This design comes from an exercise in tuning for small area, a short achievable clock period and few clock cycles per item on the open sky130 flow, not from production work. At most, simulation tests tie the RTL to the original design; equivalence was not proved.

==> 11-01: inputs <==
## pow_stream
module pow_stream #(
  parameter int DATA_W = 32,
  parameter int EXP_W  = 3,
  parameter int ID_W   = 1
) (
  input  logic              clk,
  input  logic              aresetn,
  input  logic              s_tvalid,
  output logic              s_tready,
  input  logic [DATA_W-1:0] s_tdata,
  input  logic [EXP_W-1:0]  s_texp,
  input  logic [ID_W-1:0]   s_tid,
  input  logic              s_tlast,
  output logic              m_tvalid,
  input  logic              m_tready,
  output logic [DATA_W-1:0] m_tdata,
  output logic [ID_W-1:0]   m_tid,
  output logic              m_tlast,
  output logic              m_tovf
);
Settings: LEC_CHECK=0, CAP_MARGIN=20, CORE_MARGIN=2, CORE_UTILIZATION=40, SLEW_MARGIN=20; clock period 7.6 ns.
run.sh (not shown) runs the stock make flow with config.mk's settings and CLKGATE_MAP_FILE= SYNTH_SCRIPT=/design/flow/synth_recipe.tcl, a recipe that flattens the netlist after the stock synthesis.
==> 10-12: changes against 11-01 <==
--- a/flow/design.v
+++ b/flow/design.v
@@ -18,14 +18,13 @@
   output logic              m_tlast,
   output logic              m_tovf
 );
   logic              r_busy;
   logic [1:0]        r_ops;     
-  logic [2:0]        r_sel;     
-  logic [DATA_W-1:0] r_p;       
-  logic [DATA_W-1:0] r_q;       
-  logic [DATA_W-1:0] r_x;       
+  logic [3:0]        r_sel;     
+  logic [DATA_W-1:0] r_p;
+  logic [DATA_W-1:0] r_x;
   logic [ID_W-1:0]   r_id;
   logic              r_last;
   logic              o_v;
   logic [DATA_W-1:0] o_data;
   logic [ID_W-1:0]   o_id;
@@ -34,11 +33,11 @@
   logic              w_done;
   logic              w_step;
   logic              w_take;
   logic [DATA_W-1:0] w_prod;
   logic [1:0]        w_ops;
-  logic [2:0]        w_sel;
+  logic [3:0]        w_sel;
   logic [DATA_W-1:0] mm_a, mm_b, mm_y;
   logic mm_n0;
   logic mm_n1;
   logic mm_n2;
   logic mm_n3;
@@ -2901,21 +2900,22 @@
   assign w_out_free = ~o_v | m_tready;
   assign w_done     = r_busy & (r_ops == 2'd0) & w_out_free;
   assign w_step     = r_busy & (r_ops != 2'd0);
   assign w_take     = s_tvalid & s_tready;
   assign s_tready   = aresetn & (~r_busy | w_done);
-  assign mm_a = r_q;
-  assign mm_b = r_p;
+  assign mm_a   = r_sel[0] ? r_x : r_p;
+  assign mm_b   = r_p;
   assign w_prod = mm_y;
   always_comb begin
     case (s_texp)
-      3'd3:    begin w_ops = 2'd1; w_sel = 3'b001; end
-      3'd4:    begin w_ops = 2'd1; w_sel = 3'b000; end
-      3'd5:    begin w_ops = 2'd2; w_sel = 3'b010; end
-      3'd6:    begin w_ops = 2'd2; w_sel = 3'b001; end
-      3'd7:    begin w_ops = 2'd3; w_sel = 3'b101; end
-      default: begin w_ops = 2'd0; w_sel = 3'b000; end
+      3'd2:    begin w_ops = 2'd0; w_sel = 4'b0000; end
+      3'd3:    begin w_ops = 2'd1; w_sel = 4'b0010; end
+      3'd4:    begin w_ops = 2'd1; w_sel = 4'b0000; end
+      3'd5:    begin w_ops = 2'd2; w_sel = 4'b0100; end
+      3'd6:    begin w_ops = 2'd2; w_sel = 4'b0010; end
+      3'd7:    begin w_ops = 2'd3; w_sel = 4'b1010; end
+      default: begin w_ops = 2'd0; w_sel = 4'b0001; end
     endcase
   end
   always_ff @(posedge clk or negedge aresetn) begin
     if (!aresetn) begin
       r_busy <= 1'b0;
@@ -2930,19 +2930,17 @@
   always_ff @(posedge clk) begin
     if (w_take) begin
       r_ops  <= w_ops;
       r_sel  <= w_sel;
       r_p    <= (s_texp == 3'd0) ? DATA_W'(1) : s_tdata;
-      r_q    <= (s_texp <= 3'd1) ? DATA_W'(1) : s_tdata;
-      r_x    <= s_tdata;
+      r_x    <= (s_texp[2:1] == 2'd0) ? DATA_W'(1) : s_tdata;
       r_id   <= s_tid;
       r_last <= s_tlast;
     end else if (w_step) begin
       r_ops  <= r_ops - 2'd1;
-      r_sel  <= {1'b0, r_sel[2:1]};
+      r_sel  <= {1'b0, r_sel[3:1]};
       r_p    <= w_prod;
-      r_q    <= r_sel[0] ? r_x : w_prod;
     end
     if (w_done) begin
       o_data <= w_prod;
       o_id   <= r_id;
       o_last <= r_last;
- SETUP_SLACK_MARGIN: default -> 1.0
==> qor summary <==
| item | 10-12 | 11-01 |
|---|---|---|
| Status | timing/DRC/antenna clean | timing/DRC/antenna clean |
| First-pass iteration count of the detailed router | 5 | 6 |
| Area growth from synthesis to layout | 22.3% | 10.9% |
| Maximum fanout along the worst path | 5 | 13 |
| Slack of the worst reg-to-reg path | 0.49 ns | 0.18 ns |
| Fraction of synthesized cell area taken by the top area cell type | 0.407 | 0.395 |
| Total global-route track usage | 0.288 | 0.254 |
| Slew at the pin closest to its max-slew limit | 0.716 ns | 1.15 ns |
| Die boundary width | 228 um | 231 um |
| Number of sinks on the clock net | 108 | 139 |
| Terminus of the critical flop-to-flop path | r_p[31] | r_q[24] |
| Area taken by flip-flops and latches | 0.00323 mm^2 | 0.00416 mm^2 |
| Number of rows created at floorplan | 81 | 83 |
| Share of cell area taken by flip-flops and latches | 0.132 | 0.182 |
| Average cell area after synthesis | 9.70 um^2 | 9.91 um^2 |
| Post-Route Skew | 0.00648 ns | 0.00790 ns |
Function was not checked in any run of this note: the RTL went through the layout flow alone.

---

==> inputs of run a <==
pow_stream, a different RTL version from the one above (not shown whole).
make LEC_CHECK=0 CAP_MARGIN=20 CORE_MARGIN=2 CORE_UTILIZATION=40 SETUP_SLACK_MARGIN=0.75 SLEW_MARGIN=20 TNS_END_PERCENT=0 finish   # period 7.6 ns
==> run b: changes against run a <==
- CORE_UTILIZATION: 40 -> 60
- SETUP_SLACK_MARGIN: 0.75 -> 1.0
==> run c: changes against run a <==
- SETUP_SLACK_MARGIN: 0.75 -> 2.5
==> comparison table <==
                                                                 run b                    run a                    run c
Outcome                                        complete, no violations  complete, no violations  complete, no violations
Total wire length                                             70000 um                 68900 um                 75500 um
Critical Path Most Common Cell                   sky130_fd_sc_hd__fa_1    sky130_fd_sc_hd__fa_1                        -
Multi-input gates                                                 1445                     1440                     1451
Reg-to-reg critical path startpoint                  r_p[11]$_DFFE_PP_       r_sel[0]$_DFFE_PP_       r_sel[0]$_DFFE_PP_
Proportion of cell area occupied by registers                    14.8%                    15.2%                    13.9%
Clock latency on the worst-skew pair                            390 ps                   410 ps                   400 ps
Die Y-Extent                                                    175 um                   214 um                   214 um
Final HPWL DP                                                 46900 um                 52000 um                 49300 um
Detailed route wirelength on metal3                            9530 um                  6930 um                  9030 um
Final worst hold slack                                          437 ps                   437 ps                   427 ps
Testbench counts of run a, summed over its fixed seeds: cycles 16,916, items 8,000.
Testbench counts of run b, summed over its fixed seeds: cycles 16,916, items 8,000.
Testbench counts of run c, summed over its fixed seeds: cycles 16,916, items 8,000.

==> port drivers added, routing unchanged <==
How much do the figures lean on ideal ports? The routed layouts below were timed once more, with nothing changed but the port constraints. Step 1, drivers: a clkbuf_16 drives clk and a buf_2 each remaining input, both assumed. Step 2 times the ports against the registers' clock, not the clock port: input delays grow and output delays shrink by t, the midpoint of the rising clock arrivals with the driver on. a / b / c = no drivers / after step 1 / after step 2; a / b = the first two.
| run | shift t [ns] | setup WS [ns] | worst hold slack (ns) | worst setup path after step 2 | worst data-port slew with drivers (ns) |
|---|---|---|---|---|---|
| 11-01 | 0.487 | 0.183 / 0.183 / 0.183 | 0.420 / 0.420 / 0.420 | register to register | 0.06 |
| 10-12 | 0.406 | 0.488 / 0.488 / 0.488 | 0.440 / 0.440 / 0.440 | register to register | 0.05 |
| run a | 0.450 | 0.924 / 0.924 / 0.924 | 0.437 / 0.437 / 0.437 | register to register | 0.05 |
| run b | 0.423 | 0.900 / 0.900 / 0.900 | 0.437 / 0.437 / 0.437 | register to register | 0.05 |
| run c | 0.447 | 0.889 / 0.889 / 0.889 | 0.427 / 0.427 / 0.427 | register to register | 0.06 |
After both steps every run listed still meets setup and hold.
